This design comes from an exercise in tuning for small area and a short achievable clock period on the open sky130 flow, not from production work.
The RTL was checked by simulation tests, not by an equivalence proof against the original design.
Power is estimated from default activity; no workload was simulated.

`flow/config.mk`:
```
export PLATFORM = sky130hd
export DESIGN_NAME = memoria_dados_nrisc
export DESIGN_NICKNAME = memoria_dados_nrisc
export VERILOG_FILES = /design/flow/design.v
export SDC_FILE = /design/flow/constraint.sdc
export NUM_CORES = 4
export LEC_CHECK = 0
export CAP_MARGIN = 20
export CORE_MARGIN = 2
export CORE_UTILIZATION = 60
export CTS_CLUSTER_DIAMETER = 60
export CTS_CLUSTER_SIZE = 30
export PLACE_DENSITY = 0.7
export SETUP_SLACK_MARGIN = 1.8
export SLEW_MARGIN = 20
```
`flow/constraint.sdc`:
```
create_clock -name core_clock -period 4.0 [get_ports {Clock}]
set_input_delay 0.8000 -clock core_clock [delete_from_list [all_inputs] [get_ports {Clock}]]
set_output_delay 0.8000 -clock core_clock [all_outputs]
set_load 0.01 [all_outputs]
```
`flow/design.v`:
```
module memoria_dados_nrisc #(
  parameter int LARGURA_END = 8,
  parameter int LATENCIA    = 2
) (
  input  logic                   Clock,
  input  logic                   Reset_n,
  input  logic [LARGURA_END-1:0] EndMemDados,
  input  logic [7:0]             DadoEscritoMem,
  input  logic                   LerMem,
  input  logic                   EscMem,
  output logic [7:0]             DadoLidoMem,
  output logic                   Pronto,
  output logic                   Erro
  ,
  output logic [7:0]             PortaSaida
);
  logic ocioso_q, esp1_q, esp2_q, resp_q;
  logic [7:0] pos_q;
  logic [31:0] seln_q;             
  logic [7:0]  grp_q;              
  logic        porta_end_q;        
  logic [7:0]  slot_q;             
  logic [7:0]  dado_q;
  logic        ler_q, esc_q;
  logic [7:0] lido_q, porta_q;
  logic       erro_q;
  logic [7:0] r1_q [8];
  logic       wrp_q, rdp_q;
  logic [7:0] rdg_q;
  logic [7:0]  wga_q, wgan_q, wgb_q, wgbn_q;
  logic [15:0] wl_q, wln_q;
  logic [7:0] anel [256];
  logic [7:0] r1_d [8];
  logic [7:0] lido_d;
  logic       req, so_ler, so_esc, esc_mem, tarde;
  logic [5:0] soma_b;
  logic [2:0] soma_a0, soma_a1;
  logic [7:0] slot0;
  logic [7:0] grp_d;
  logic [6:0] wk;
  logic [7:0] wf, wfn;
  assign req     = LerMem | EscMem;
  assign so_ler  = ler_q & ~esc_q;
  assign so_esc  = esc_q & ~ler_q;
  assign esc_mem = so_esc & ~porta_end_q;
  assign soma_b  = {1'b0, EndMemDados[4:0]} + {1'b0, pos_q[4:0]};
  assign soma_a0 = EndMemDados[7:5] + pos_q[7:5];
  assign soma_a1 = EndMemDados[7:5] + pos_q[7:5] + 3'd1;
  assign slot0   = {soma_b[5] ? soma_a1 : soma_a0, soma_b[4:0]};
  always_comb
    for (int g = 0; g < 8; g++)
      grp_d[g] = soma_b[5] ? (soma_a1 == 3'(g)) : (soma_a0 == 3'(g));
  assign tarde = slot_q[0];
  assign wk    = 7'((9'(slot_q) + 9'd3) >> 1);
  always_ff @(posedge Clock or negedge Reset_n) begin
    if (!Reset_n) begin
      ocioso_q <= 1'b1;
      esp1_q   <= 1'b0;
      esp2_q   <= 1'b0;
      resp_q   <= 1'b0;
      erro_q   <= 1'b0;
      lido_q   <= '0;
      porta_q  <= '0;
      wrp_q    <= 1'b0;
      rdp_q    <= 1'b0;
      rdg_q    <= '0;
      wga_q    <= '0;
      wgan_q   <= '1;
    end else begin
      ocioso_q <= ~((ocioso_q & req) | esp1_q | esp2_q);
      esp1_q   <= ocioso_q & req;
      esp2_q   <= esp1_q;
      resp_q   <= esp2_q;
      erro_q   <= esp2_q & ler_q & esc_q;
      lido_q   <= lido_d;
      if (wrp_q)
        porta_q <= dado_q;
      wrp_q    <= esp1_q & so_esc & porta_end_q;
      rdp_q    <= esp1_q & so_ler & porta_end_q;
      for (int g = 0; g < 8; g++)
        rdg_q[g] <= esp1_q & so_ler & ~porta_end_q & grp_q[g];
      for (int i = 0; i < 8; i++) begin
        wga_q[i]  <=   esp1_q & esc_mem & ~tarde & (wk[6:4] == 3'(i));
        wgan_q[i] <= ~(esp1_q & esc_mem & ~tarde & (wk[6:4] == 3'(i)));
      end
    end
  end
  always_ff @(posedge Clock) begin
    pos_q <= pos_q + 8'd1;
    if (ocioso_q) begin
      for (int k = 0; k < 32; k++)
        seln_q[k] <= (slot0[4:0] != 5'(k));
      grp_q       <= grp_d;
      slot_q      <= slot0;
      porta_end_q <= &EndMemDados;
      dado_q      <= DadoEscritoMem;
      ler_q       <= LerMem;
      esc_q       <= EscMem;
    end
    for (int g = 0; g < 8; g++)
      r1_q[g] <= r1_d[g];
    for (int i = 0; i < 8; i++) begin
      wgb_q[i]  <=   esp2_q & esc_mem & tarde & (wk[6:4] == 3'(i));
      wgbn_q[i] <= ~(esp2_q & esc_mem & tarde & (wk[6:4] == 3'(i)));
    end
    for (int j = 0; j < 16; j++) begin
      wl_q[j]  <=   wk[3:0] == 4'(j);
      wln_q[j] <= ~(wk[3:0] == 4'(j));
    end
  end
  assign wf  = wga_q | wgb_q;
  assign wfn = wgan_q & wgbn_q;
  for (genvar p = 0; p < 256; p++) begin : g_anel
    if (p % 2 == 1) begin : g_passa
      always_ff @(posedge Clock)
        anel[p] <= anel[p-1];
    end else begin : g_porta_esc
      localparam int K = p / 2;
      logic we, keep;
      assign we   = wf[K >> 4] & wl_q[K & 15];
      assign keep = wfn[K >> 4] | wln_q[K & 15];
      always_ff @(posedge Clock)
        anel[p] <= ({8{we}} & dado_q) | ({8{keep}} & anel[(p + 255) % 256]);
    end
  end
  always_comb
    for (int g = 0; g < 8; g++) begin
      r1_d[g] = '1;
      for (int k = 0; k < 32; k++)
        r1_d[g] = r1_d[g] & ({8{seln_q[k]}} | anel[g*32 + k]);
    end
  always_comb begin
    lido_d = {8{rdp_q}} & porta_q;
    for (int g = 0; g < 8; g++)
      lido_d = lido_d | ({8{rdg_q[g]}} & r1_q[g]);
  end
  assign DadoLidoMem = lido_q;
  assign Pronto      = resp_q;
  assign Erro        = erro_q;
  assign PortaSaida  = porta_q;
endmodule
```
`flow/run.sh`:
```
#!/bin/bash
# synth_recipe.tcl (not shown) runs the flow's synth.tcl, then flattens the netlist and writes it again
# the make line also repeats each setting of config.mk as NAME=value (left out here)
make -C /OpenROAD-flow-scripts/flow DESIGN_CONFIG=/design/flow/config.mk WORK_HOME=/design/flow/orfs CLKGATE_MAP_FILE= SYNTH_SCRIPT=/design/flow/synth_recipe.tcl finish
```
==> flow_summary_export.csv, run 1 <==
group,metric,value,unit
clock_tree,clock_path_buffers,3,
worst_setup_path,worstSetupPathType,"flip-flop to flip-flop",
logic_synthesis,async_flop_share,0.02067,
worst_setup_path,crit_fanout,11,
sta,slew-limit-headroom,0.05922,
sta,rsz0062_at_grt,"true",
detailed_routing,viasPerCell,7.521,
layout,drive_above_1_share,0.09033,
clock_tree,cts_made_buffers,133,
logic_synthesis,yosys_warnings,4,
worst_setup_path,start_kind,"flip-flop",
placed_design,placed_cells,7263,
floorplanning,die_x,347.9,µm
pwr,p_comb_frac,0.099,
sta,whs,137.0,ps
placed_design,gp_congestion,0.9645,
logic_synthesis,synth-seq-area-share,0.6534,
worst_setup_path,r2r-start,"wl_q[2]$_DFF_P_",
pwr,clockPowerShare,0.349,
floorplanning,start_util,0.6033,
clock_tree,cts_tree,"built",
pwr,p_seq_frac,0.553,
worst_setup_path,crit_required,4730,ps
worst_setup_path,end_kind,"flip-flop",
logic_synthesis,syn_nets,6249,
detailed_routing,ant_nets,0,
sta,fin_tns_setup,0,ps
sta,maxSlewViolCount,0,
layout,nFillCells,8937,
global_route,grt_pass1_wl,396700,µm
pwr,ir_drop,761.5,µV
placed_design,place_area,72160,µm²
detailed_routing,routed_wl,291200,µm
clock_tree,root_buffer,"clkbuf_16",
detailed_routing,drt_iter0_drc,10120,
global_route,grt_pass1_vias,54010,
global_route,grt_max_degree,130,
floorplanning,io_pins,38,
logic_synthesis,synth_edf_count,59,
sta,setup_viol,0,
detailed_routing,drt-wirelength-per-cell,38.15,µm
detailed_routing,firstDrtPassIters,7,
global_route,grt_usage,0.4635,
run,drv_cap,0,
pwr,power_switching,13.04,mW
placed_design,dp_slack,771.1,ps
global_route,antenna_found_initial,23,
sta,layout_setup_ws,1556,ps
logic_synthesis,ys_types,59,
logic_synthesis,ys_ff_latch,2274,
clock_tree,clock_latency,810,ps
clock_tree,cts.clk_slew.worst_paths,90,ps
floorplanning,coreArea,117600,µm²
detailed_routing,num_vias,57410,
layout,final_cell_area,77830,µm²
sta,fin_crit_sh,0.6110,
worst_setup_path,arrival,3180,ps
placed_design,portBuffers,37,
layout,final_cells,7634,
logic_synthesis,ys.flop_type,"dfxtp_1",
min_path,hp-class,"input pin to async pin",
floorplanning,num_rows,126,
logic_synthesis,synthesis.area,70950,µm²
worst_setup_path,startpoint,"wl_q[2]$_DFF_P_",
floorplanning,die_area,121000,µm²
global_route,gr-total-overflow,0,
sta,finClkSkew,40.07,ps
floorplanning,fp.dieH,347.9,µm
sta,tightest_slew,1409,ps
layout,fin_nets,5936,
clock_tree,cts-hold-fix-buffers,0,
logic_synthesis,synthCells,6216,
placed_design,dp_hpwl,159900,µm
pwr,power.density,591.1,nW/µm²
pwr,p_int,32.96,mW
detailed_routing,drc,0,
clock_tree,h-tree-depth,4,
pwr,sw_frac_of_total,0.2835,
layout,syn2layout_area_growth,9.688,%
logic_synthesis,synth_area_per_cell,11.41,µm²
pwr,p_leak,29.87,nW
sta,hold_viol,0,
sta,timing.final.crit_period,2444,ps
sta,clock.fmax,409.2,MHz
status,status,"finished clean",
clock_tree,cts.sinks,2274,
## worst paths after layout
| kind | endpoint | slack, ps | cells past startpoint |
|---|---|---|---|
| max | anel[68][4]$_DFF_P_ | 1560 | 2 |
| min | erro_q$_DFF_PN0_ | 140 | 1 |
| max reg2reg | anel[68][4]$_DFF_P_ | 1560 | 2 |
| min reg2reg | anel[169][2]$_DFF_P_ | 330 | 0 |
| max in group asynchronous | porta_q[3]$_DFFE_PN0P_ | 2980 | 2 |
| min in group core_clock | anel[169][2]$_DFF_P_ | 330 | 0 |
## layer usage
layer	wire [µm]	vias up	global-route usage
met1	101800	27600	0.5836
li1	-	22590	-
met2	117100	5611	0.6472
met5	196	-	0.001601
met4	23080	6	0.2849
met3	49070	1610	0.2098
## area by class of cell
class,instances,area [µm²],area share
antenna,87,217.7,0.002797
clock buffer,160,3715,0.04773
clock inverter,83,1070,0.01375
inverter,10,45.04,0.0005788
multi-input combinational,3299,22430,0.2882
sequential,2274,46380,0.5959
tap,1536,1922,0.02469
timing repair buffer,185,2048,0.02632
## power groups by stage
stage / sequential [mW] / clock (mW) / combinational (mW)
final: 25.4 / 16.1 / 4.54
after detailed placement: 25.7 / 0 / 4.14
after global placement: 25.7 / 0 / 4.11
after CTS: 25.2 / 15.8 / 4.20
after floorplan: 24.8 / 0 / 2.76
after global routing: 25.4 / 16.7 / 4.63
## cell families (layout without fill, tap and decap cells)
kind of cell             count (synthesis)  in the layout  share of synthesized area
flip-flops                            2274           2274                     0.6534
buffers and inverters                  643            438                    0.03654
adder cells (fa/ha/maj)                 13             13                   0.002504
other                                    0             87                          0
multiplexers                             9              9                   0.001428
AO/OA/AOI/OAI                         2113           2113                     0.2244
AND/OR/NAND/NOR                       1143           1143                    0.07833
XOR/XNOR                                21             21                   0.003421
## layout by cell type, fill, tap and decap left out, types with 18 or more instances in the layout
| master | synthesis | layout |
|---|---|---|
| a22o_1 | 1032 | 1032 |
| and2b_1 | 22 | 22 |
| buf_12 | 0 | 47 |
| buf_2 | 55 | 18 |
| buf_4 | 4 | 94 |
| clkbuf_16 | 0 | 146 |
| dfrtp_1 | 38 | 37 |
| dfxtp_1 | 2168 | 2160 |
| diode_2 | 0 | 87 |
| edfxtp_1 | 59 | 59 |
| inv_6 | 0 | 20 |
| nand2_1 | 35 | 34 |
| nand2b_1 | 141 | 139 |
| nand3_1 | 63 | 56 |
| nand4_1 | 125 | 125 |
| nor2_1 | 585 | 581 |
| nor2b_1 | 111 | 44 |
| nor2b_2 | 0 | 67 |
| nor3_1 | 19 | 19 |
| o22ai_1 | 1033 | 1033 |
## per-stage QoR
| stage | utilization | total power [mW] |
|---|---|---|
| after floorplan | - | 27.54 |
| after global placement | 0.6131 | 29.85 |
| after detailed placement | 0.6136 | 29.89 |
| after CTS | 0.6565 | 45.26 |
| after global routing | 0.6604 | 46.71 |
| final | 0.6618 | 46.01 |
## what timing repair did
| action | 4_1_cts | 5_1_grt |
|---|---|---|
| pin swaps | 3 | 6 |
| setup endpoints to repair | 383 | 220 |
| gates cloned | 0 | 2 |
| setup buffers | 19 | 19 |
| resized for setup | 124 | 49 |
## registers in the layout (all words and copies together), names as in the netlist, 16 cells and up
signal,flops
anel,2048
r1_q,64
seln_q,32
wl_q,16
wln_q,16
## critical path: stages, from the launching register on
cell and delay (ps):
dfxtp_1 1110, nor2b_1 950, a22o_1 280
## cell usage after synthesis (all sizes together), types with 4 or more instances
cell type     n  area (µm²)
clkbuf      417        1638
and2         14       87.58
nor4         12       75.07
buf         216       917.1
and4          4       35.03
mux2          9       101.4
edfxtp       59        1772
a22o       1033        9049
o22ai      1033        6462
or2           4       25.03
a22oi         9       67.56
and2b        22       165.2
nand3        64       325.3
nor2b       111       694.4
nand2b      141       882.1
ha           11       137.6
xnor2        11       111.4
nor3         20       105.1
dfrtp        38       950.9
dfstp         9       236.5
inv          10       37.53
xor2          9       108.9
dfxtp      2168       43400
nand4       125       782.0
o21ai         4       20.02
nor2        586        2207
nand2        35       131.4
a21o          5       37.54
a221oi        8       70.07
a222oi        8       80.08
o21a          5       37.54
==> run 2: changes to the inputs <==
--- a/flow/config.mk
+++ b/flow/config.mk
@@ -13,3 +13,3 @@
 export PLACE_DENSITY = 0.7
 export SETUP_SLACK_MARGIN = 1.8
-export SLEW_MARGIN = 20
+export SLEW_MARGIN = 65
==> run 2 against run 1 <==
  * Routed wire length grew 0.34%
  * Clock power hardly changed
  * Worst setup slack improved by 230 ps
  * Fmax increased by 10%
  * Critical path depth fell by 1
  * Global-route usage increased by 0.52 points
  * Via count up 0.48%
  * Area after synthesis unchanged
  * Core utilization increased by 1.6 points
  * Sequential share of layout area decreased by 1.3 points
==> flow_summary_export.csv, run 2 <==
group,metric,value,unit
layout,nFillCells,8668,
detailed_routing,routed_wl,292200,µm
worst_setup_path,start_kind,"flip-flop",
layout,drive_above_1_share,0.1315,
sta,clock.fmax,451.6,MHz
detailed_routing,drt_iter0_drc,10340,
placed_design,place_area,74570,µm²
worst_setup_path,crit_required,3200,ps
sta,timing.final.crit_period,2214,ps
logic_synthesis,ys.flop_type,"dfxtp_1",
logic_synthesis,yosys.area.top_type_share,0.6117,
pwr,p_int,33.21,mW
worst_setup_path,worstSetupPathType,"flip-flop to primary output",
status,status,"finished clean",
placed_design,gp_congestion,0.9645,
logic_synthesis,ys_types,59,
floorplanning,die_area,121000,µm²
layout,seq_area,46470,µm²
clock_tree,root_buffer,"clkbuf_16",
min_path,hp-class,"flip-flop to flip-flop",
layout,syn2layout_area_growth,12.28,%
sta,tightest_slew,656.8,ps
global_route,antenna_found_initial,28,
sta,slew-limit-headroom,0.5622,
worst_setup_path,path_buf_inv,1,
sta,fin_crit_sh,0.5535,
logic_synthesis,async_flop_share,0.02067,
global_route,grt_max_degree,73,
pwr,p_leak,30.48,nW
sta,finClkSkew,36.10,ps
sta,rsz0062_at_grt,"true",
logic_synthesis,synth.most_common_cell,"dfxtp_1",
floorplanning,num_rows,126,
pwr,ir_drop,592.6,µV
logic_synthesis,synthTopCellsByArea,"dfxtp_1, a22o_1, o22ai_1",
layout,fin_nets,5992,
global_route,grt_pass1_vias,54690,
worst_setup_path,path_cells,"buf_2",
floorplanning,start_util,0.6033,
worst_setup_path,critical-path-top-delay-family,"flip-flops",
placed_design,portBuffers,37,
pwr,sw_frac_of_total,0.2849,
floorplanning,fp.dieH,347.9,µm
pwr,p_comb_frac,0.110,
logic_synthesis,synth-seq-area-share,0.6534,
logic_synthesis,syn_nets,6249,
layout,layout_common_cells,"dfxtp_1, o22ai_1, a22o_1",
worst_setup_path,arrival,1410,ps
floorplanning,coreArea,117600,µm²
logic_synthesis,synth_common_cells,"dfxtp_1, o22ai_1, a22o_1",
clock_tree,clock_path_buffers,3,
floorplanning,die_x,347.9,µm
detailed_routing,drc,0,
worst_setup_path,slowest_stage,"dfrtp_1",
clock_tree,h-tree-depth,4,
pwr,p_seq_frac,0.545,
layout,largest_reg_flops,2048,
detailed_routing,ant_nets,0,
logic_synthesis,synth_edf_count,59,
clock_tree,cts.sinks,2274,
global_route,gr-total-overflow,0,
sta,setup_viol,0,
layout,mostFrequentLayoutCell,"dfxtp_1",
global_route,grt_pass1_wl,402000,µm
layout,top_register,"anel",
worst_setup_path,end_kind,"primary output",
detailed_routing,firstDrtPassIters,6,
logic_synthesis,synthCells,6216,
layout,multi_input_area,23370,µm²
sta,fin_tns_setup,0,ps
layout,fin_util,0.6774,
pwr,clockPowerShare,0.345,
logic_synthesis,yosys_warnings,4,
detailed_routing,drt-wirelength-per-cell,38.14,µm
sta,maxSlewViolCount,0,
logic_synthesis,yosysTopAreaCell,"dfxtp_1",
worst_setup_path,max_stage_delay,450,ps
pwr,finalPower,46.44,mW
layout,top_regs,"anel (2048), r1_q (64), seln_q (32)",
logic_synthesis,synth_area_per_cell,11.41,µm²
run,drv_cap,0,
clock_tree,cts_made_buffers,133,
detailed_routing,num_vias,57690,
global_route,grt_usage,0.4687,
placed_design,dp_slack,761.3,ps
sta,hold_viol,0,
clock_tree,cts_tree,"built",
pwr,power.density,582.9,nW/µm²
placed_design,dp_hpwl,171000,µm
floorplanning,io_pins,38,
worst_setup_path,crit_fanout,3,
clock_tree,cts.clk_slew.worst_paths,110,ps
sta,layout_setup_ws,1786,ps
logic_synthesis,synthesis.area,70950,µm²
clock_tree,clock_latency,820,ps
logic_synthesis,ys_ff_latch,2274,
layout,final_cell_area,79670,µm²
pwr,power_switching,13.23,mW
detailed_routing,viasPerCell,7.530,
-- run 2: cell types whose count changed in the layout (fill, tap and decap cells not counted), sizes merged, moves of 2 or more --
cell	before	now
clkinv	31	34
buf	164	221
clkbuf	162	157
diode	87	57
bufinv	10	8
inv	44	49
-- run 2: routing by layer --
metal  track usage  wire, µm  vias to the layer above
met5       0.01000       212                        -
met4        0.2972     22780                       28
met3        0.2013     48710                     1594
met2        0.6515    117200                     5626
met1        0.5955    103300                    27760
li1              -         -                    22680
-- run 2: cell type report --
cell class	instances	share of cell area
sequential	2274	0.5833
multi-input combinational	3299	0.2933
clock buffer	156	0.04628
timing repair buffer	241	0.03684
tap	1536	0.02412
clock inverter	88	0.01373
antenna	57	0.001790
inverter	10	0.0005654
-- run 2: worst paths after layout --
check	depth (start not counted)	end	from	slack [ps]
setup / recovery	1	PortaSaida[7]	porta_q[7]$_DFFE_PN0P_	1790
hold / removal	0	anel[147][5]$_DFF_P_	anel[146][5]$_DFF_P_	340
setup reg to reg	7	r1_q[4][1]$_DFF_P_	seln_q[21]$_DFFE_PP_	1800
hold reg to reg	0	anel[147][5]$_DFF_P_	anel[146][5]$_DFF_P_	340
max in group asynchronous	3	porta_q[3]$_DFFE_PN0P_	Reset_n	2870
min in group asynchronous	2	resp_q$_DFF_PN0_	Reset_n	460
-- run 2: repair_timing --
| item | 4_1_cts | 5_1_grt |
|---|---|---|
| hold buffers | 1 | 0 |
| setup buffers | 10 | 3 |
| endpoints found under the hold margin | 22 | 0 |
| resized for setup | 77 | 10 |
| pin swaps | 3 | 2 |
| setup endpoints to repair | 59 | 42 |
-- run 2: cell families after synthesis --
logic type / after synthesis / share of synthesized area
AOI/OAI and AO/OA: 2113 / 0.2244
xor gates and xnor gates: 21 / 0.003421
adders and majority gates: 13 / 0.002504
buffers and inverters: 643 / 0.03654
DFF: 2274 / 0.6534
muxes: 9 / 0.001428
and+or+nand+nor: 1143 / 0.07833
-- run 2: stage by stage --
| step | hold slack, ps | instances |
|---|---|---|
| after floorplan | 331.1 | 6216 |
| after global placement | 333.0 | 7260 |
| after detailed placement | 336.4 | 7343 |
| after CTS | 341.9 | 7598 |
| after global routing | 341.1 | 7627 |
| final | 341.2 | 7661 |
-- run 2: power groups by stage --
stage | sequential (mW) | clock [mW] | combinational (mW)
after floorplan | 24.8 | 0 | 2.76
after global placement | 25.7 | 0 | 4.11
after detailed placement | 25.7 | 0 | 4.79
after CTS | 25.1 | 15.8 | 4.82
after global routing | 25.3 | 16.7 | 5.20
final | 25.3 | 16.0 | 5.10
==> run 3: changes to the inputs <==
--- a/flow/config.mk
+++ b/flow/config.mk
@@ -13,3 +13,3 @@
 export PLACE_DENSITY = 0.7
 export SETUP_SLACK_MARGIN = 1.8
-export SLEW_MARGIN = 65
+export SLEW_MARGIN = 50
==> run 3 against run 2 <==
  * Sequential share of layout area grew 1.1 points
  * Worst hold slack lost 6.4 ps
  * Combinational power shrank 5.9%
  * Synthesized cell count is the same
  * Global-route usage shrank 0.25 points
  * Clock skew shrank 5.8 ps
  * Register-to-register slack lost 100 ps
==> flow_summary_export.csv, run 3 <==
group,metric,value,unit
logic_synthesis,synthCells,6216,
logic_synthesis,synthesis.area,70950,µm²
logic_synthesis,synth_edf_count,59,
global_route,grt_max_degree,130,
detailed_routing,firstDrtPassIters,7,
worst_setup_path,critical-path-top-delay-family,"buffers and inverters",
run,drv_cap,0,
worst_setup_path,r2r_setup_slack,1700,ps
worst_setup_path,worstSetupPathType,"flip-flop to flip-flop",
status,status,"finished clean",
min_path,hp-class,"flip-flop to flip-flop",
clock_tree,clock_latency,810,ps
sta,whs,334.8,ps
sta,hold_viol,0,
clock_tree,cts.sinks,2274,
logic_synthesis,synth.most_common_cell,"dfxtp_1",
detailed_routing,routed_wl,292200,µm
sta,setup_viol,0,
floorplanning,io_pins,38,
sta,fin_tns_setup,0,ps
clock_tree,clock_path_buffers,3,
logic_synthesis,yosysTopAreaCell,"dfxtp_1",
worst_setup_path,start_kind,"flip-flop",
worst_setup_path,crit_fanout,37,
worst_setup_path,end_kind,"flip-flop",
layout,largest_reg_flops,2048,
global_route,antenna_found_initial,29,
logic_synthesis,synth_area_per_cell,11.41,µm²
logic_synthesis,ys.flop_type,"dfxtp_1",
detailed_routing,viasPerCell,7.566,
layout,layout_common_cells,"dfxtp_1, o22ai_1, a22o_1",
layout,mostFrequentLayoutCell,"dfxtp_1",
detailed_routing,drc,0,
global_route,grt_pass1_vias,54050,
sta,fin_crit_sh,0.5752,
floorplanning,die_x,347.9,µm
layout,drive_above_1_share,0.1029,
pwr,power.density,588.9,nW/µm²
layout,fin_nets,5953,
worst_setup_path,max_stage_delay,650,ps
sta,slew-limit-headroom,0.4248,
layout,top_regs,"anel (2048), r1_q (64), seln_q (32)",
floorplanning,fp.dieH,347.9,µm
logic_synthesis,synth_common_cells,"dfxtp_1, o22ai_1, a22o_1",
detailed_routing,drt-wirelength-per-cell,38.16,µm
layout,top_register,"anel",
worst_setup_path,path_buf_inv,2,
sta,rsz0062_at_grt,"true",
global_route,gr-total-overflow,0,
clock_tree,root_buffer,"clkbuf_16",
logic_synthesis,synth-seq-area-share,0.6534,
layout,syn2layout_area_growth,10.13,%
logic_synthesis,async_flop_share,0.02067,
clock_tree,h-tree-depth,4,
logic_synthesis,ys_types,59,
floorplanning,coreArea,117600,µm²
clock_tree,cts_made_buffers,136,
placed_design,place_area,72650,µm²
sta,maxSlewViolCount,0,
detailed_routing,drt_iter0_drc,10380,
floorplanning,num_rows,126,
logic_synthesis,syn_nets,6249,
layout,seq_area,46410,µm²
worst_setup_path,path_cells,"buf_4 > buf_12 > o22ai_1 > nor2_1 > nand4_1 > nor2_1",
worst_setup_path,crit_required,4660,ps
global_route,grt_pass1_wl,398900,µm
placed_design,dp_hpwl,160800,µm
sta,timing.final.crit_period,2301,ps
detailed_routing,ant_nets,0,
clock_tree,cts_tree,"built",
global_route,grt_usage,0.4662,
logic_synthesis,ys_ff_latch,2274,
sta,tightest_slew,862.8,ps
layout,fin_util,0.6644,
detailed_routing,num_vias,57940,
pwr,p_leak,29.94,nW
layout,nFillCells,8845,
floorplanning,die_area,121000,µm²
sta,finClkSkew,30.30,ps
placed_design,portBuffers,37,
layout,final_cell_area,78140,µm²
logic_synthesis,yosys_warnings,4,
placed_design,gp_congestion,0.9645,
pwr,ir_drop,481.4,µV
clock_tree,cts.clk_slew.worst_paths,110,ps
pwr,finalPower,46.02,mW
worst_setup_path,arrival,2960,ps
worst_setup_path,critPathMostFrequentCell,"nor2_1",
layout,multi_input_area,22560,µm²
floorplanning,start_util,0.6033,
worst_setup_path,slowest_stage,"edfxtp_1",
sta,clock.fmax,434.6,MHz
logic_synthesis,synthTopCellsByArea,"dfxtp_1, a22o_1, o22ai_1",
logic_synthesis,yosys.area.top_type_share,0.6117,
run 3: cell type report:
cell class	instances	share of cell area
inverters	10	0.0005764
clock inverters	85	0.01300
flip-flops and latches	2274	0.5939
well taps	1536	0.02459
repair buffers	199	0.02869
clock buffers	160	0.04749
diodes	95	0.003042
multi-input cells	3299	0.2887
run 3: stage by stage:
step | std cells | worst slack, ps
after global routing | 7602 | 1793
after CTS | 7542 | 1721
after global placement | 7260 | 795.7
final | 7658 | 1699
after floorplan | 6216 | 1494
after detailed placement | 7285 | 781.6
run 3: final timing paths:
check | startpoint | cells past startpoint | to
setup / recovery | seln_q[21]$_DFFE_PP_ | 6 | r1_q[4][1]$_DFF_P_
hold / removal | anel[172][4]$_DFF_P_ | 0 | anel[173][4]$_DFF_P_
setup reg to reg | seln_q[21]$_DFFE_PP_ | 6 | r1_q[4][1]$_DFF_P_
hold reg to reg | anel[172][4]$_DFF_P_ | 0 | anel[173][4]$_DFF_P_
max in group asynchronous | Reset_n | 3 | porta_q[1]$_DFFE_PN0P_
min in group asynchronous | Reset_n | 2 | erro_q$_DFF_PN0_
run 3: layer usage:
metal | wire (µm) | up-vias | share of wire | global-route usage
met1 | 102300 | 27820 | 0.35 | 0.5920
met4 | 21810 | 8 | 0.075 | 0.2846
li1 | - | 22630 | - | -
met3 | 50030 | 1574 | 0.17 | 0.2116
met2 | 117900 | 5907 | 0.40 | 0.6454
met5 | 150 | - | 0.00051 | 0.003601
run 3: logic make-up (layout without fill, tap and decap cells):
kind of cell    count (synthesis)  after routing  synth area share
simple gates                 1143           1143           0.07833
compound gates               2113           2113            0.2244
fa+ha+maj                      13             13          0.002504
xor+xnor                       21             21          0.003421
flops                        2274           2274            0.6534
buf+inv                       643            454           0.03654
mux                             9              9          0.001428
other cells                     0             95                 0
run 3: report_power, final:
| part | switching (mW) | internal [mW] | leakage, nW |
|---|---|---|---|
| Clock | 8.45 | 7.43 | 2.29 |
| Sequential | 1.53 | 23.8 | 18.6 |
| Combinational | 3.17 | 1.63 | 9.09 |
run 3: timing repair:
action,4_1_cts,5_1_grt
setup buffers,11,9
hold endpoints to repair,17,0
pin swaps,3,8
endpoints found under the setup margin,58,57
cloned,0,1
gates resized for setup,74,22
hold buffers,1,0
run 3: worst reg2reg max path, delay by kind of cell (launching register included):
kind,cells,cell delay [ps]
buffers and inverters,2,730
flip-flops,1,650
AND/OR/NAND/NOR,3,630
AO/OA/AOI/OAI,1,170
==> run 4: changes to the inputs <==
--- a/flow/config.mk
+++ b/flow/config.mk
@@ -13,3 +13,4 @@
 export PLACE_DENSITY = 0.7
 export SETUP_SLACK_MARGIN = 1.8
-export SLEW_MARGIN = 50
+export SLEW_MARGIN = 65
+export TNS_END_PERCENT = 20
==> run 4 against run 3 <==
  * Total power rose by 0.37%
  * Synthesized cell count did not move
  * Still clean on timing, DRC and antenna
  * Sequential share of layout area fell by 1.0 points
  * Highest routed layer unchanged
  * Count of clock-buffer cells in the layout fell by 6
  * Clock power barely moved
==> flow_summary_export.csv, run 4 <==
group,metric,value,unit
clock_tree,cts.clk_slew.worst_paths,100,ps
layout,syn2layout_area_growth,12.21,%
sta,fin_crit_sh,0.5551,
sta,finClkSkew,36.39,ps
worst_setup_path,path_cells,"clkdlybuf4s15_1",
worst_setup_path,critical-path-top-delay-family,"flip-flops",
detailed_routing,routed_wl,293000,µm
logic_synthesis,synth_mux_area_frac,0.001428,
min_path,holdCritStartpoint,"anel[70][3]$_DFF_P_",
floorplanning,die_x,347.9,µm
sta,setup_viol,0,
placed_design,dp_slack,737.4,ps
layout,multi_input_area,23250,µm²
placed_design,place_area,74440,µm²
logic_synthesis,ys_types,59,
logic_synthesis,synth_top_family_by_area,"compound AO/OA/AOI/OAI gates",
min_path,hp-class,"flip-flop to flip-flop",
pwr,ir_drop,482.4,µV
sta,tightest_slew,655.7,ps
pwr,p_leak,30.46,nW
clock_tree,root_buffer,"clkbuf_16",
global_route,grt_pass1_wl,400600,µm
worst_setup_path,startpoint,"resp_q$_DFF_PN0_",
sta,maxSlewViolCount,0,
logic_synthesis,syn_nets,6249,
logic_synthesis,ys_ff_latch,2274,
layout,drive_above_1_share,0.1328,
worst_setup_path,max_stage_delay,380,ps
worst_setup_path,start_kind,"flip-flop",
logic_synthesis,async_flop_share,0.02067,
worst_setup_path,worstSetupPathType,"flip-flop to primary output",
sta,whs,323.1,ps
detailed_routing,drc,0,
logic_synthesis,synth_area_per_cell,11.41,µm²
worst_setup_path,arrival,1420,ps
detailed_routing,drt_iter0_drc,10080,
layout,seq_area,46470,µm²
logic_synthesis,synth.most_common_cell,"dfxtp_1",
clock_tree,cts.sinks,2274,
status,status,"finished clean",
logic_synthesis,yosys_warnings,4,
layout,nFillCells,8631,
logic_synthesis,ys.flop_type,"dfxtp_1",
sta,layout_setup_ws,1780,ps
layout,fin_util,0.6770,
floorplanning,die_area,121000,µm²
worst_setup_path,crit_fanout,1,
logic_synthesis,yosys.area.top_type_share,0.6117,
logic_synthesis,synthAdderAreaFrac,0.002504,
sta,rsz0062_at_grt,"true",
layout,layout_common_cells,"dfxtp_1, a22o_1, o22ai_1",
global_route,grt_max_degree,81,
logic_synthesis,synthXorXnorAreaFrac,0.003421,
layout,final_cell_area,79620,µm²
clock_tree,h-tree-depth,4,
layout,top_regs,"anel (2048), r1_q (64), seln_q (32)",
global_route,grt_usage,0.4686,
pwr,power.density,580.2,nW/µm²
logic_synthesis,synth_compound_area_frac,0.2244,
clock_tree,cts_made_buffers,134,
floorplanning,coreArea,117600,µm²
placed_design,gp_congestion,0.9798,
worst_setup_path,slowest_stage,"dfrtp_1",
logic_synthesis,synth_common_cells,"dfxtp_1, o22ai_1, a22o_1",
logic_synthesis,synth-seq-area-share,0.6534,
clock_tree,clock_latency,810,ps
detailed_routing,drt-wirelength-per-cell,38.20,µm
sta,timing.final.crit_period,2220,ps
floorplanning,num_rows,126,
layout,mostFrequentLayoutCell,"dfxtp_1",
run,drv_cap,0,
global_route,antenna_found_initial,25,
logic_synthesis,yosysTopAreaCell,"dfxtp_1",
layout,fin_nets,6004,
placed_design,dp_hpwl,170500,µm
detailed_routing,viasPerCell,7.504,
global_route,grt_pass1_vias,54220,
floorplanning,start_util,0.6033,
worst_setup_path,crit_required,3200,ps
logic_synthesis,synth_simple_gate_area_share,0.07833,
logic_synthesis,synthTopCellsByArea,"dfxtp_1, a22o_1, o22ai_1",
worst_setup_path,path_buf_inv,1,
layout,largest_reg_flops,2048,
detailed_routing,ant_nets,0,
sta,slew-limit-headroom,0.5629,
floorplanning,fp.dieH,347.9,µm
logic_synthesis,synth_edf_count,59,
logic_synthesis,synthCells,6216,
sta,clock.fmax,450.4,MHz
detailed_routing,firstDrtPassIters,9,
detailed_routing,num_vias,57570,
floorplanning,io_pins,38,
logic_synthesis,synthesis.area,70950,µm²
placed_design,portBuffers,37,
global_route,gr-total-overflow,0,
layout,top_register,"anel",
worst_setup_path,end_kind,"primary output",
clock_tree,cts_tree,"built",
clock_tree,clock_path_buffers,3,
sta,fin_tns_setup,0,ps
worst_setup_path,r2r-start,"pos_q[0]$_DFF_P_",
sta,hold_viol,0,
run 4: final cells by class:
type / count / share of cell area
clock buffer: 154 / 0.04554
multi-input combinational: 3299 / 0.2921
antenna: 51 / 0.001603
tap: 1536 / 0.02414
clock inverter: 95 / 0.01372
timing repair buffer: 252 / 0.03871
inverter: 10 / 0.0005029
sequential: 2274 / 0.5837
run 4: logic make-up (layout without fill, tap and decap cells):
kind of cell,after synthesis,in the layout
flip-flops,2274,2274
AO/OA/AOI/OAI,2113,2113
AND/OR/NAND/NOR,1143,1143
buffers and inverters,643,511
XOR/XNOR,21,21
adder cells (fa/ha/maj),13,13
multiplexers,9,9
other,0,51
run 4: path summary, 6_finish.rpt:
kind | end | slack [ps] | cells after the start
worst max-delay path | Pronto | 1780 | 1
worst min-delay path | anel[71][3]$_DFF_P_ | 320 | 0
worst max register to register | seln_q[6]$_DFFE_PP_ | 1800 | 7
worst min register to register | anel[71][3]$_DFF_P_ | 320 | 0
max in group asynchronous | wgan_q[5]$_DFF_PN1_ | 2830 | 3
min in group asynchronous | resp_q$_DFF_PN0_ | 440 | 2
run 4: report_power, final:
part           internal [mW]  total (mW)  leakage [nW]  switching [mW]
registers               23.8        25.3          18.6            1.48
clock network           7.26        15.8          2.25            8.52
logic                   1.85        5.12          9.65            3.27
run 4: through the flow:
stage | cells | power (mW)
finish | 7671 | 46.19
CTS | 7608 | 45.48
floorplan | 6216 | 27.54
global placement | 7272 | 29.84
global route | 7645 | 46.95
detailed placement | 7348 | 30.36
run 4: timing repair:
action | CTS | global route
pin swaps | 3 | 6
endpoints found under the hold margin | 25 | 0
hold buffers | 1 | 0
endpoints found under the setup margin | 62 | 71
cloned | 1 | 0
resized for setup | 74 | 11
setup buffers | 9 | 10
run 4: routing by layer:
metal  routed length (µm)  vias to the layer above  track usage
li1                     -                    22670            -
met1               102900                    27690       0.6004
met2               115900                     5630       0.6395
met3                51520                     1549       0.2151
met4                22380                       27       0.2893
met5                  298                        -     0.003601
==> run 5: changes to the inputs <==
--- a/flow/config.mk
+++ b/flow/config.mk
@@ -6,5 +6,5 @@
 export NUM_CORES = 4
 export LEC_CHECK = 0
-export CAP_MARGIN = 20
+export CAP_MARGIN = 40
 export CORE_MARGIN = 2
 export CORE_UTILIZATION = 60
@@ -14,3 +14,2 @@
 export SETUP_SLACK_MARGIN = 1.8
 export SLEW_MARGIN = 65
-export TNS_END_PERCENT = 20
==> run 5 against run 4 <==
  * Final cell count is 0.13% lower
  * Critical path depth unchanged
  * Core utilization is 0.079 points higher
  * Global-route usage hardly changed
  * Highest routed layer unchanged
  * Largest cell class unchanged
  * Sequential share of layout area shrank 0.063 points
==> flow_summary_export.csv, run 5 <==
group,metric,value,unit
status,status,"finished clean",
clock_tree,root_buffer,"clkbuf_16",
pwr,ir_drop,585.5,µV
layout,layout_common_cells,"dfxtp_1, o22ai_1, a22o_1",
clock_tree,clock_path_buffers,3,
worst_setup_path,slowest_stage,"dfrtp_1",
global_route,grt_pass1_wl,402000,µm
clock_tree,cts_made_buffers,134,
run,drv_cap,0,
logic_synthesis,yosys.area.top_type_share,0.6117,
detailed_routing,firstDrtPassIters,9,
clock_tree,h-tree-depth,4,
floorplanning,start_util,0.6033,
clock_tree,cts.sinks,2274,
logic_synthesis,synth-seq-area-share,0.6534,
sta,setup_viol,0,
sta,timing.final.crit_period,2206,ps
floorplanning,fp.dieH,347.9,µm
worst_setup_path,startpoint,"porta_q[4]$_DFFE_PN0P_",
layout,fin_nets,5996,
worst_setup_path,max_stage_delay,450,ps
sta,tightest_slew,642.0,ps
global_route,antenna_found_initial,21,
pwr,sw_frac_of_total,0.2838,
logic_synthesis,ys_ff_latch,2274,
sta,maxSlewViolCount,0,
worst_setup_path,crit_required,3200,ps
floorplanning,die_x,347.9,µm
layout,largest_reg_flops,2048,
pwr,p_int,33.19,mW
floorplanning,num_rows,126,
clock_tree,cts_tree,"built",
sta,finClkSkew,34.14,ps
logic_synthesis,synthTopCellsByArea,"dfxtp_1, a22o_1, o22ai_1",
sta,clock.fmax,453.3,MHz
clock_tree,cts.clk_slew.worst_paths,100,ps
logic_synthesis,ys.flop_type,"dfxtp_1",
min_path,hp-class,"flip-flop to flip-flop",
global_route,grt_usage,0.4686,
logic_synthesis,synth.most_common_cell,"dfxtp_1",
logic_synthesis,yosysTopAreaCell,"dfxtp_1",
logic_synthesis,yosys_warnings,4,
logic_synthesis,syn_nets,6249,
logic_synthesis,synth_area_per_cell,11.41,µm²
detailed_routing,num_vias,57750,
layout,syn2layout_area_growth,12.34,%
logic_synthesis,async_flop_share,0.02067,
sta,fin_crit_sh,0.5516,
worst_setup_path,critical-path-top-delay-family,"flip-flops",
clock_tree,clock_latency,790,ps
pwr,power.density,581.4,nW/µm²
pwr,clockPowerShare,0.343,
logic_synthesis,ys_types,59,
worst_setup_path,path_buf_inv,1,
worst_setup_path,crit_fanout,3,
layout,final_cell_area,79710,µm²
sta,rsz0062_at_grt,"true",
floorplanning,coreArea,117600,µm²
sta,slew-limit-headroom,0.5720,
floorplanning,io_pins,38,
placed_design,portBuffers,37,
worst_setup_path,worstSetupPathType,"flip-flop to primary output",
pwr,p_seq_frac,0.547,
detailed_routing,drt-wirelength-per-cell,38.17,µm
worst_setup_path,end_kind,"primary output",
sta,hold_viol,0,
min_path,holdCritStartpoint,"anel[252][1]$_DFF_P_",
worst_setup_path,arrival,1410,ps
pwr,p_leak,30.50,nW
logic_synthesis,synth_edf_count,59,
global_route,gr-total-overflow,0,
pwr,p_comb_frac,0.110,
worst_setup_path,path_cells,"buf_2",
sta,whs,339.2,ps
global_route,grt_max_degree,73,
logic_synthesis,synthesis.area,70950,µm²
layout,drive_above_1_share,0.1325,
placed_design,dp_hpwl,171100,µm
detailed_routing,viasPerCell,7.538,
detailed_routing,drc,0,
logic_synthesis,synth_common_cells,"dfxtp_1, o22ai_1, a22o_1",
layout,nFillCells,8624,
placed_design,gp_congestion,0.9645,
layout,top_regs,"anel (2048), r1_q (64), seln_q (32)",
layout,mostFrequentLayoutCell,"dfxtp_1",
detailed_routing,ant_nets,0,
worst_setup_path,r2r-start,"seln_q[21]$_DFFE_PP_",
logic_synthesis,synthCells,6216,
sta,fin_tns_setup,0,ps
placed_design,place_area,74570,µm²
layout,top_register,"anel",
detailed_routing,routed_wl,292400,µm
pwr,power_switching,13.15,mW
floorplanning,die_area,121000,µm²
detailed_routing,drt_iter0_drc,10150,
global_route,grt_pass1_vias,54800,
worst_setup_path,start_kind,"flip-flop",
==> run 5: logic make-up (layout without fill, tap and decap cells) <==
| kind of cell | after synthesis | count (layout) | share of synthesized area |
|---|---|---|---|
| flip-flops | 2274 | 2274 | 0.6534 |
| AO/OA/AOI/OAI | 2113 | 2113 | 0.2244 |
| AND/OR/NAND/NOR | 1143 | 1143 | 0.07833 |
| buffers and inverters | 643 | 495 | 0.03654 |
| XOR/XNOR | 21 | 21 | 0.003421 |
| adder cells (fa/ha/maj) | 13 | 13 | 0.002504 |
| multiplexers | 9 | 9 | 0.001428 |
| other | 0 | 57 | 0 |
==> run 5: path summary, 6_finish.rpt <==
check / end / slack (ps) / depth (start not counted)
min in group asynchronous: erro_q$_DFF_PN0_ / 480 / 2
hold reg to reg: anel[253][1]$_DFF_P_ / 340 / 0
setup reg to reg: r1_q[4][5]$_DFF_P_ / 1870 / 7
hold / removal: anel[253][1]$_DFF_P_ / 340 / 0
setup / recovery: PortaSaida[4] / 1790 / 1
max in group asynchronous: porta_q[3]$_DFFE_PN0P_ / 2820 / 3
==> run 5: metal layers <==
layer	global-route usage	wire length, µm	vias to the layer above
li1	-	-	22730
met1	0.5950	102600	27710
met2	0.6501	117400	5757
met3	0.2058	49480	1539
met4	0.2925	22700	12
met5	0.01240	217	-
==> run 5: power groups by stage <==
stage               clock network [mW]  logic [mW]  registers [mW]
CTS                               15.7        4.82            25.1
global route                      16.6        5.21            25.3
detailed placement                   0        4.78            25.7
finish                            15.9        5.10            25.3
global placement                     0        4.11            25.7
floorplan                            0        2.76            24.8
==> run 5: repair_timing <==
| action | CTS | global route |
|---|---|---|
| hold endpoints to repair | 22 | 0 |
| gates resized for setup | 77 | 8 |
| endpoints found under the setup margin | 58 | 40 |
| hold buffers | 1 | 0 |
| buffers inserted | 8 | 7 |
| pin swaps | 3 | 4 |
==> run 5: final cells by class <==
cell class,count,area (µm²),area share
antenna,57,142.6,0.001790
clock buffer,155,3691,0.04631
clock inverter,86,1026,0.01287
inverter,10,45.04,0.0005651
multi-input combinational,3299,23350,0.2930
sequential,2274,46480,0.5831
tap,1536,1922,0.02411
timing repair buffer,244,3050,0.03827
==> run 5: through the flow <==
step           utilization  cells  power [mW]  setup WS [ps]
5_1_grt             0.6770   7626       47.08           1728
4_1_cts             0.6745   7593       45.67           1766
6_report            0.6777   7661       46.34           1794
3_3_place_gp        0.6131   7260       29.85          795.7
2_1_floorplan            -   6216       27.54           1494
3_5_place_dp        0.6341   7343       30.44          759.1
==> run 6: changes to the inputs <==
--- a/flow/config.mk
+++ b/flow/config.mk
@@ -6,5 +6,5 @@
 export NUM_CORES = 4
 export LEC_CHECK = 0
-export CAP_MARGIN = 40
+export CAP_MARGIN = 60
 export CORE_MARGIN = 2
 export CORE_UTILIZATION = 60
==> run 6 against run 5 <==
  * Die area stayed put
  * Register-to-register slack worse by 80 ps
  * Global-route usage is 0.11 points lower
  * Sequential power hardly changed
  * Core utilization is 0.073 points higher
  * Critical path type is now flip-flop to flip-flop
  * Still clean on timing, DRC and antenna
  * Largest power group unchanged
  * First-iteration DRC count is 4.4% higher
  * Sequential share of layout area is 0.060 points lower
  * Final area is 0.11% higher
  * Fmax is 0.19% lower
  * Worst hold slack better by 4.1 ps
==> flow_summary_export.csv, run 6 <==
group,metric,value,unit
status,status,"finished clean",
min_path,min_to,"anel[113][4]$_DFF_P_",
global_route,grt_busiest_layer,"met2",
logic_synthesis,synth_area_per_cell,11.41,µm²
sta,timing.final.crit_period,2210,ps
global_route,grt_pass1_vias,54690,
worst_setup_path,startpoint,"seln_q[21]$_DFFE_PP_",
logic_synthesis,synth.most_common_cell,"dfxtp_1",
detailed_routing,num_vias,57610,
clock_tree,h-tree-depth,4,
layout,top_register,"anel",
clock_tree,cts.sinks,2274,
detailed_routing,firstDrtPassIters,10,
detailed_routing,viasPerCell,7.501,
logic_synthesis,synthesis.area,70950,µm²
worst_setup_path,worstSetupPathType,"flip-flop to flip-flop",
sta,tightest_slew,618.9,ps
worst_setup_path,end_kind,"flip-flop",
clock_tree,clock_latency,830,ps
floorplanning,io_pins,38,
worst_setup_path,r2r_setup_slack,1790,ps
sta,rsz0062_at_grt,"true",
global_route,gr-total-overflow,0,
detailed_routing,routed_wl,291700,µm
pwr,ir_drop,526.5,µV
layout,largest_reg_flops,2048,
logic_synthesis,yosysTopAreaCell,"dfxtp_1",
placed_design,portBuffers,37,
logic_synthesis,syn_nets,6249,
logic_synthesis,ys_ff_latch,2274,
pwr,p_leak,30.51,nW
clock_tree,cts.clk_slew.worst_paths,110,ps
worst_setup_path,crit_fanout,37,
global_route,met1_usage,0.5914,
floorplanning,die_x,347.9,µm
floorplanning,die_area,121000,µm²
detailed_routing,drt-wirelength-per-cell,37.98,µm
clock_tree,root_buffer,"clkbuf_16",
worst_setup_path,arrival,2890,ps
clock_tree,cts_tree,"built",
sta,clock.fmax,452.4,MHz
pwr,finalPower,46.52,mW
layout,mostFrequentLayoutCell,"dfxtp_1",
sta,setup_viol,0,
worst_setup_path,rr_endpoint,"r1_q[4][5]$_DFF_P_",
detailed_routing,drt_iter0_drc,10590,
global_route,grt_max_degree,73,
floorplanning,coreArea,117600,µm²
placed_design,gp_congestion,0.9645,
layout,layout_common_cells,"dfxtp_1, a22o_1, o22ai_1",
logic_synthesis,ys_types,59,
clock_tree,cts_made_buffers,134,
layout,top_regs,"anel (2048), r1_q (64), seln_q (32)",
global_route,grt_pass1_wl,400600,µm
detailed_routing,ant_nets,0,
logic_synthesis,synthTopCellsByArea,"dfxtp_1, a22o_1, o22ai_1",
detailed_routing,drc,0,
clock_tree,clock_path_buffers,3,
worst_setup_path,start_kind,"flip-flop",
sta,fin_tns_setup,0,ps
min_path,hold-path-cell-count,0,
worst_setup_path,crit_required,4680,ps
sta,hold_viol,0,
global_route,use_met3,0.2114,
floorplanning,start_util,0.6033,
floorplanning,num_rows,126,
logic_synthesis,synth_edf_count,59,
global_route,grt_use_met2,0.6408,
global_route,grt_usage,0.4675,
sta,maxSlewViolCount,0,
placed_design,dp_hpwl,171100,µm
layout,drive_above_1_share,0.1318,
min_path,hp-class,"flip-flop to flip-flop",
floorplanning,fp.dieH,347.9,µm
logic_synthesis,yosys_warnings,4,
min_path,holdCritStartpoint,"anel[112][4]$_DFF_P_",
logic_synthesis,synth_common_cells,"dfxtp_1, o22ai_1, a22o_1",
worst_setup_path,reg2regPathDepth,7,
logic_synthesis,ys.flop_type,"dfxtp_1",
global_route,antenna_found_initial,22,
logic_synthesis,synthCells,6216,
sta,finClkSkew,45.50,ps
layout,syn2layout_area_growth,12.46,%
layout,fin_nets,5997,
pwr,power.density,583.0,nW/µm²
worst_setup_path,r2r-start,"seln_q[21]$_DFFE_PP_",
logic_synthesis,yosys.area.top_type_share,0.6117,
sta,slew-limit-headroom,0.5874,
logic_synthesis,async_flop_share,0.02067,
logic_synthesis,synth-seq-area-share,0.6534,
sta,fin_crit_sh,0.5526,
run,drv_cap,0,
run 6: repair_timing:
item,4_1_cts,5_1_grt
hold buffers,1,0
buffers inserted,5,12
pin swaps,3,5
resized for setup,77,11
endpoints found under the setup margin,56,57
hold endpoints to repair,22,0
run 6: report_power, final:
| part | internal, mW | switching (mW) |
|---|---|---|
| clock | 7.57 | 8.54 |
| sequential | 23.8 | 1.50 |
| combinational | 1.86 | 3.23 |
| total | 33.2 | 13.3 |
run 6: cell families (layout without fill, tap and decap cells):
logic type      after synthesis  in the layout  synth area share
flops                      2274           2274            0.6534
compound gates             2113           2113            0.2244
simple gates               1143           1143           0.07833
buf+inv                     643            499           0.03654
xor+xnor                     21             21          0.003421
fa+ha+maj                    13             13          0.002504
mux                           9              9          0.001428
other cells                   0             72                 0
run 6: worst max-delay path, cell delays in order (launching register included):
cell and delay [ps]:
edfxtp_1 490, buf_4 240, buf_4 220, buf_12 370
o22ai_1 160, nor2_1 160, nand4_1 100, nor2_1 320
run 6: metrics by stage:
step	instances	setup slack (ps)	util	area, µm²	hold slack (ps)
floorplan	6216	1494	-	71070	331.1
global placement	7260	795.7	0.6131	72110	333.0
detailed placement	7343	763.0	0.6341	74570	336.4
CTS	7593	1783	0.6750	79390	341.5
global route	7630	1759	0.6774	79670	343.9
finish	7680	1790	0.6785	79790	343.3
run 6: cell type report:
| class | instances | area [µm²] |
|---|---|---|
| multi-input combinational | 3299 | 23370 |
| sequential | 2274 | 46480 |
| tap | 1536 | 1922 |
| clock buffer | 155 | 3685 |
| timing repair buffer | 245 | 2987 |
| inverter | 10 | 45.04 |
| fill | 8575 | 37810 |
| antenna | 72 | 180.2 |
| clock inverter | 89 | 1122 |
run 6: how the worst max path moves through the flow:
stage                                      end  slack [ps]  depth (start not counted)
after floorplan            slot_q[4]$_DFFE_PP_        1490                          7
after global placement    seln_q[26]$_DFFE_PP_         800                          6
after detailed placement  seln_q[17]$_DFFE_PP_         760                          9
after CTS                        PortaSaida[4]        1780                          1
after global routing       slot_q[5]$_DFFE_PP_        1760                          6
final                       r1_q[4][5]$_DFF_P_        1790                          7
run 6: routing by layer:
| metal | wire (µm) | vias up |
|---|---|---|
| met3 | 47750 | 1599 |
| li1 | - | 22700 |
| met4 | 23470 | 12 |
| met1 | 103500 | 27820 |
| met2 | 116800 | 5472 |
| met5 | 144 | - |
==> run 7: changes to the inputs <==
--- a/flow/config.mk
+++ b/flow/config.mk
@@ -6,5 +6,5 @@
 export NUM_CORES = 4
 export LEC_CHECK = 0
-export CAP_MARGIN = 60
+export CAP_MARGIN = 40
 export CORE_MARGIN = 2
 export CORE_UTILIZATION = 60
@@ -14,2 +14,3 @@
 export SETUP_SLACK_MARGIN = 1.8
 export SLEW_MARGIN = 65
+export TNS_END_PERCENT = 20
==> run 7 against run 6 <==
  * Still clean
  * Global-route usage is 0.11 points higher
  * Combinational power grew 0.8%
  * Fmax decreased by 1.6%
  * Clock skew decreased by 11 ps
  * Sequential power is essentially flat
  * Area after synthesis unchanged
  * Sequential share of layout area is 0.061 points higher
  * Via count increased by 0.79%
  * Critical endpoint is now DadoLidoMem[6]
  * Largest cell class unchanged
  * Highest routed layer unchanged
==> flow_summary_export.csv, run 7 <==
group,metric,value,unit
status,status,"finished clean",
worst_setup_path,start_kind,"flip-flop",
worst_setup_path,path_buf_inv,1,
placed_design,dp_slack,743.3,ps
sta,fin_tns_setup,0,ps
detailed_routing,firstDrtPassIters,9,
global_route,grt_usage,0.4686,
worst_setup_path,worstSetupPathType,"flip-flop to primary output",
logic_synthesis,synth-seq-area-share,0.6534,
sta,clock.fmax,445.3,MHz
pwr,p_seq_frac,0.547,
logic_synthesis,synth_area_per_cell,11.41,µm²
worst_setup_path,worst-path-stages,1,
clock_tree,cts.sinks,2274,
floorplanning,die_area,121000,µm²
detailed_routing,viasPerCell,7.545,
clock_tree,root_buffer,"clkbuf_16",
floorplanning,start_util,0.6033,
logic_synthesis,ys_ff_latch,2274,
detailed_routing,drc,0,
pwr,p_int,33.11,mW
logic_synthesis,ys.flop_type,"dfxtp_1",
detailed_routing,drt-wirelength-per-cell,38.16,µm
floorplanning,num_rows,126,
layout,fin_util,0.6777,
global_route,grt_max_degree,81,
sta,maxSlewViolCount,0,
detailed_routing,drt_iter0_drc,10170,
floorplanning,coreArea,117600,µm²
logic_synthesis,async_flop_share,0.02067,
pwr,p_comb_frac,0.111,
run,drv_cap,0,
clock_tree,h-tree-depth,4,
logic_synthesis,synthTopCellsByArea,"dfxtp_1, a22o_1, o22ai_1",
detailed_routing,ant_nets,0,
placed_design,place_area,74440,µm²
worst_setup_path,arrival,1450,ps
sta,rsz0062_at_grt,"true",
sta,fin_crit_sh,0.5614,
worst_setup_path,crit_fanout,1,
floorplanning,fp.dieH,347.9,µm
layout,top_register,"anel",
placed_design,portBuffers,37,
pwr,clockPowerShare,0.342,
clock_tree,clock_latency,810,ps
logic_synthesis,ys_types,59,
worst_setup_path,r2r_setup_slack,1830,ps
global_route,grt_pass1_vias,54150,
sta,slew-limit-headroom,0.5689,
logic_synthesis,synthesis.area,70950,µm²
logic_synthesis,synth_common_cells,"dfxtp_1, o22ai_1, a22o_1",
logic_synthesis,yosys_warnings,4,
pwr,p_leak,30.53,nW
logic_synthesis,yosys.area.top_type_share,0.6117,
pwr,power_switching,13.15,mW
global_route,gr-total-overflow,0,
worst_setup_path,reg2regPathDepth,8,
worst_setup_path,slowest_stage,"dfrtp_1",
detailed_routing,num_vias,58060,
placed_design,dp_hpwl,170400,µm
logic_synthesis,synth.most_common_cell,"dfxtp_1",
layout,drive_above_1_share,0.1320,
clock_tree,cts_tree,"built",
worst_setup_path,max_stage_delay,380,ps
min_path,hp-class,"flip-flop to flip-flop",
logic_synthesis,yosysTopAreaCell,"dfxtp_1",
layout,fin_nets,6005,
logic_synthesis,synthCells,6216,
sta,hold_viol,0,
layout,largest_reg_flops,2048,
global_route,grt_pass1_wl,400500,µm
pwr,ir_drop,503.3,µV
layout,nFillCells,8675,
clock_tree,clock_path_buffers,3,
floorplanning,die_x,347.9,µm
worst_setup_path,critical-path-top-delay-family,"flip-flops",
clock_tree,cts_made_buffers,134,
sta,finClkSkew,34.73,ps
clock_tree,cts.clk_slew.worst_paths,110,ps
layout,layout_common_cells,"dfxtp_1, o22ai_1, a22o_1",
layout,mostFrequentLayoutCell,"dfxtp_1",
layout,syn2layout_area_growth,12.33,%
worst_setup_path,rr_endpoint,"r1_q[0][5]$_DFF_P_",
layout,final_cell_area,79710,µm²
sta,layout_setup_ws,1754,ps
worst_setup_path,end_kind,"primary output",
worst_setup_path,crit_required,3200,ps
sta,tightest_slew,646.7,ps
worst_setup_path,startpoint,"lido_q[6]$_DFF_PN0_",
layout,top_regs,"anel (2048), r1_q (64), seln_q (32)",
worst_setup_path,path_cells,"dlygate4sd2_1",
logic_synthesis,synth_edf_count,59,
pwr,sw_frac_of_total,0.2842,
pwr,finalPower,46.25,mW
worst_setup_path,endpoint,"DadoLidoMem[6]",
sta,timing.final.crit_period,2246,ps
detailed_routing,routed_wl,293600,µm
worst_setup_path,r2r-start,"seln_q[15]$_DFFE_PP_",
floorplanning,io_pins,38,
global_route,antenna_found_initial,24,
pwr,power.density,580.3,nW/µm²
logic_synthesis,syn_nets,6249,
sta,setup_viol,0,
placed_design,gp_congestion,0.9798,
## run 7: cell counts after synthesis
No cell type changed its count.
## run 7: power groups by stage
stage	sequential, mW	combinational (mW)	clock, mW
3_3_place_gp	25.7	4.15	0
6_report	25.3	5.13	15.8
2_1_floorplan	24.8	2.75	0
3_5_place_dp	25.6	4.74	0
4_1_cts	25.1	4.79	15.6
5_1_grt	25.2	5.23	16.5
## run 7: cell type report
cell class | count | area (µm²) | area share
Sequential cell | 2274 | 46480 | 0.5831
Multi-Input combinational cell | 3299 | 23260 | 0.2918
Clock buffer | 162 | 3780 | 0.04742
Timing Repair Buffer | 253 | 3085 | 0.03871
Tap cell | 1536 | 1922 | 0.02411
Clock inverter | 79 | 940.9 | 0.01180
Antenna cell | 82 | 205.2 | 0.002574
Inverter | 10 | 40.04 | 0.0005023
## run 7: worst reg2reg max path, stage by stage, from the launching register on
cell      delay, ps
edfxtp_1        440
buf_4           200
buf_4           190
buf_6           160
buf_4           390
o22ai_1         180
nor2_1          120
nand4_1         110
nor2_1          250
## run 7: how the worst min path moves through the flow
stage                                    start              endpoint  slack (ps)  depth (start not counted)
after floorplan           anel[224][6]$_DFF_P_  anel[225][6]$_DFF_P_         330                          0
after global placement    anel[200][5]$_DFF_P_  anel[201][5]$_DFF_P_         330                          0
after detailed placement  anel[230][3]$_DFF_P_  anel[231][3]$_DFF_P_         340                          0
after CTS                  anel[86][4]$_DFF_P_   anel[87][4]$_DFF_P_         330                          0
after global routing      anel[188][4]$_DFF_P_  anel[189][4]$_DFF_P_         330                          0
final                     anel[188][0]$_DFF_P_  anel[189][0]$_DFF_P_         320                          0
## run 7: repair_timing
| action | CTS | global route |
|---|---|---|
| endpoints found under the hold margin | 25 | 0 |
| gates cloned | 1 | 0 |
| resized for setup | 67 | 15 |
| buffers inserted | 10 | 8 |
| setup endpoints to repair | 60 | 75 |
| hold buffers | 1 | 0 |
| pin swaps | 3 | 6 |
## run 7: cells by family after synthesis
family | after synthesis | synth area share
flip-flops | 2274 | 0.6534
AO/OA/AOI/OAI | 2113 | 0.2244
AND/OR/NAND/NOR | 1143 | 0.07833
buffers and inverters | 643 | 0.03654
XOR/XNOR | 21 | 0.003421
adder cells (fa/ha/maj) | 13 | 0.002504
multiplexers | 9 | 0.001428
## run 7: layer usage
| layer | global-route usage | wire, µm | up-vias |
|---|---|---|---|
| li1 | - | - | 22760 |
| met1 | 0.5987 | 102500 | 27850 |
| met2 | 0.6345 | 116000 | 5804 |
| met3 | 0.2105 | 51170 | 1628 |
| met4 | 0.3121 | 23730 | 20 |
| met5 | 0.002801 | 268 | - |
## run 7: metrics by stage
step           hold slack [ps]  instances
2_1_floorplan            331.1       6216
3_3_place_gp             332.4       7272
3_5_place_dp             336.6       7348
4_1_cts                  333.9       7601
5_1_grt                  329.7       7629
6_report                 319.8       7695
==> run 8: changes to the inputs <==
--- a/flow/config.mk
+++ b/flow/config.mk
@@ -6,11 +6,10 @@
 export NUM_CORES = 4
 export LEC_CHECK = 0
-export CAP_MARGIN = 40
+export CAP_MARGIN = 20
 export CORE_MARGIN = 2
-export CORE_UTILIZATION = 60
+export CORE_UTILIZATION = 55
 export CTS_CLUSTER_DIAMETER = 60
 export CTS_CLUSTER_SIZE = 30
-export PLACE_DENSITY = 0.7
+export PLACE_DENSITY = 0.65
 export SETUP_SLACK_MARGIN = 1.8
 export SLEW_MARGIN = 65
-export TNS_END_PERCENT = 20
==> run 8 against run 7 <==
  * Still clean on timing, DRC and antenna
  * Die area increased by 9.0%
  * Area after synthesis unchanged
  * Count of clock-buffer cells in the layout down 10
  * Critical path type is now flip-flop to flip-flop
==> flow_summary_export.csv, run 8 <==
group,metric,value,unit
logic_synthesis,synth-seq-area-share,0.6534,
worst_setup_path,worstSetupPathType,"flip-flop to flip-flop",
clock_tree,cts_tree,"built",
sta,slew-limit-headroom,0.5627,
floorplanning,coreArea,127800,µm²
min_path,holdCritStartpoint,"anel[156][5]$_DFF_P_",
min_path,hp-class,"flip-flop to flip-flop",
sta,fin_tns_setup,0,ps
clock_tree,cts_made_buffers,136,
worst_setup_path,endpoint,"r1_q[0][3]$_DFF_P_",
logic_synthesis,yosys_warnings,4,
sta,clock.fmax,450.8,MHz
placed_design,dp_slack,781.5,ps
layout,top_register,"anel",
global_route,grt_max_degree,72,
clock_tree,clock_latency,830,ps
sta,tightest_slew,656.0,ps
sta,maxSlewViolCount,0,
logic_synthesis,ys.flop_type,"dfxtp_1",
detailed_routing,drt-wirelength-per-cell,38.13,µm
clock_tree,h-tree-depth,4,
layout,top_regs,"anel (2048), r1_q (64), seln_q (32)",
floorplanning,start_util,0.5550,
logic_synthesis,yosysTopAreaCell,"dfxtp_1",
global_route,gr-total-overflow,0,
worst_setup_path,rr_endpoint,"r1_q[0][3]$_DFF_P_",
detailed_routing,num_vias,57670,
detailed_routing,firstDrtPassIters,9,
worst_setup_path,reg2regPathDepth,8,
floorplanning,fp.dieH,363.2,µm
logic_synthesis,synthesis.area,70950,µm²
worst_setup_path,end_kind,"flip-flop",
status,status,"finished clean",
worst_setup_path,crit_required,4720,ps
logic_synthesis,synth_edf_count,59,
pwr,ir_drop,432.1,µV
floorplanning,die_x,363.2,µm
global_route,antenna_found_initial,15,
clock_tree,clock_path_buffers,3,
worst_setup_path,crit_fanout,17,
sta,layout_setup_ws,1782,ps
layout,syn2layout_area_growth,12.92,%
sta,setup_viol,0,
global_route,grt_pass1_vias,53720,
logic_synthesis,ys_ff_latch,2274,
sta,finClkSkew,38.57,ps
logic_synthesis,async_flop_share,0.02067,
pwr,p_leak,30.66,nW
worst_setup_path,startpoint,"seln_q[18]$_DFFE_PP_",
worst_setup_path,r2r-start,"seln_q[18]$_DFFE_PP_",
worst_setup_path,arrival,2940,ps
layout,mostFrequentLayoutCell,"dfxtp_1",
sta,fin_crit_sh,0.5545,
placed_design,gp_congestion,0.9625,
floorplanning,num_rows,131,
floorplanning,die_area,131900,µm²
sta,timing.final.crit_period,2218,ps
logic_synthesis,yosys.area.top_type_share,0.6117,
detailed_routing,drt_iter0_drc,9926,
logic_synthesis,synthTopCellsByArea,"dfxtp_1, a22o_1, o22ai_1",
layout,layout_common_cells,"dfxtp_1, o22ai_1, a22o_1",
logic_synthesis,synth.most_common_cell,"dfxtp_1",
detailed_routing,viasPerCell,7.364,
worst_setup_path,r2r_setup_slack,1780,ps
logic_synthesis,syn_nets,6249,
pwr,power.density,580.3,nW/µm²
logic_synthesis,synth_area_per_cell,11.41,µm²
worst_setup_path,start_kind,"flip-flop",
sta,rsz0062_at_grt,"true",
placed_design,dp_hpwl,178000,µm
sta,hold_viol,0,
layout,fin_nets,6026,
detailed_routing,ant_nets,0,
logic_synthesis,ys_types,59,
logic_synthesis,synth_common_cells,"dfxtp_1, o22ai_1, a22o_1",
logic_synthesis,synthCells,6216,
layout,largest_reg_flops,2048,
global_route,grt_pass1_wl,406200,µm
floorplanning,io_pins,38,
placed_design,portBuffers,37,
clock_tree,cts.sinks,2274,
layout,drive_above_1_share,0.1362,
clock_tree,root_buffer,"clkbuf_16",
detailed_routing,drc,0,
run,drv_cap,0,
detailed_routing,routed_wl,298600,µm
clock_tree,cts.clk_slew.worst_paths,100,ps
global_route,grt_usage,0.4391,
## run 8: cell counts after synthesis
No cell type changed its count.
## run 8: metal layers
metal / up-vias / routed length [µm] / share of wire / global-route usage
li1: 22770 / - / - / -
met1: 28220 / 110300 / 0.37 / 0.5820
met2: 5328 / 119600 / 0.40 / 0.6020
met3: 1335 / 48950 / 0.16 / 0.1814
met4: 12 / 19650 / 0.066 / 0.2475
met5: - / 138 / 0.00046 / 0
## run 8: where the power goes
| group | total (mW) | internal [mW] | switching (mW) | leakage, nW |
|---|---|---|---|---|
| registers | 25.4 | 23.8 | 1.55 | 18.6 |
| logic | 5.15 | 1.89 | 3.26 | 9.77 |
| clock network | 16.0 | 7.48 | 8.50 | 2.32 |
## run 8: how the worst min path moves through the flow
stage	end	cells after the start
final	anel[157][5]$_DFF_P_	0
after CTS	anel[17][7]$_DFF_P_	0
after global placement	anel[221][0]$_DFF_P_	0
after floorplan	anel[225][6]$_DFF_P_	0
after global routing	anel[93][0]$_DFF_P_	0
after detailed placement	anel[47][3]$_DFF_P_	0
## run 8: cell type report
type	count	area, µm²
Fill cell	10010	47720
Sequential cell	2274	46490
Multi-Input combinational cell	3299	23330
Clock buffer	152	3675
Timing Repair Buffer	272	3264
Tap cell	1662	2079
Clock inverter	93	1067
Antenna cell	69	172.7
Inverter	10	40.04
## run 8: repair_timing
action | 4_1_cts | 5_1_grt
buffers inserted | 11 | 5
hold buffers | 1 | 0
endpoints found under the setup margin | 61 | 52
endpoints found under the hold margin | 18 | 0
pin swaps | 3 | 7
gates resized for setup | 80 | 16
## run 8: logic make-up (layout without fill, tap and decap cells)
group                      after synthesis  count (layout)  share of synthesized area
buffers and inverters                  643             527                    0.03654
other                                    0              69                          0
xor gates and xnor gates                21              21                   0.003421
adders and majority gates               13              13                   0.002504
AOI/OAI and AO/OA                     2113            2113                     0.2244
muxes                                    9               9                   0.001428
DFF                                   2274            2274                     0.6534
and+or+nand+nor                       1143            1143                    0.07833
## run 8: critical path, stage by stage, from the launching register on
cell      delay, ps
edfxtp_1        500
buf_4           200
buf_4           180
buf_4           210
buf_4           430
o22ai_1         150
nor2_1          160
nand4_1         130
nor2_1          170
## run 8: metrics by stage
stage	util	cell area (µm²)	total power [mW]	hold WS [ps]	std cells
after floorplan	-	71070	27.54	331.1	6216
after global placement	0.5667	72450	29.93	332.7	7411
after detailed placement	0.5866	75000	30.53	335.7	7498
after CTS	0.6241	79790	45.92	332.2	7755
after global routing	0.6257	79990	47.28	337.4	7777
final	0.6267	80120	46.50	327.7	7831

port drivers added, routing unchanged:
The results above use ideal ports. As a check the final layouts listed here were re-extracted and re-timed, cells and wires unchanged. Step 1 sets driving cells, clkbuf_16 on the clock port and buf_2 on the other inputs (assumed; they add their load-dependent delay and slew). Step 2 times the ports against the registers' clock, not the clock port: input delays grow and output delays shrink by t, the midpoint of the rising clock arrivals with the driver on. Slacks: ideal / step 1 / step 2; pairs: ideal / step 1.
run | t, ns | slack for setup (ns)
run 1 | 0.871 | 1.556 / 1.556 / 0.982
run 2 | 0.875 | 1.786 / 1.710 / 1.039
run 3 | 0.875 | 1.699 / 1.699 / 1.042
run 4 | 0.875 | 1.780 / 1.698 / 1.035
run 5 | 0.851 | 1.794 / 1.720 / 1.035
run 6 | 0.885 | 1.790 / 1.716 / 1.023
run 7 | 0.864 | 1.754 / 1.682 / 1.026
run 8 | 0.889 | 1.782 / 1.717 / 1.051
After both steps every run listed still meets setup and hold.
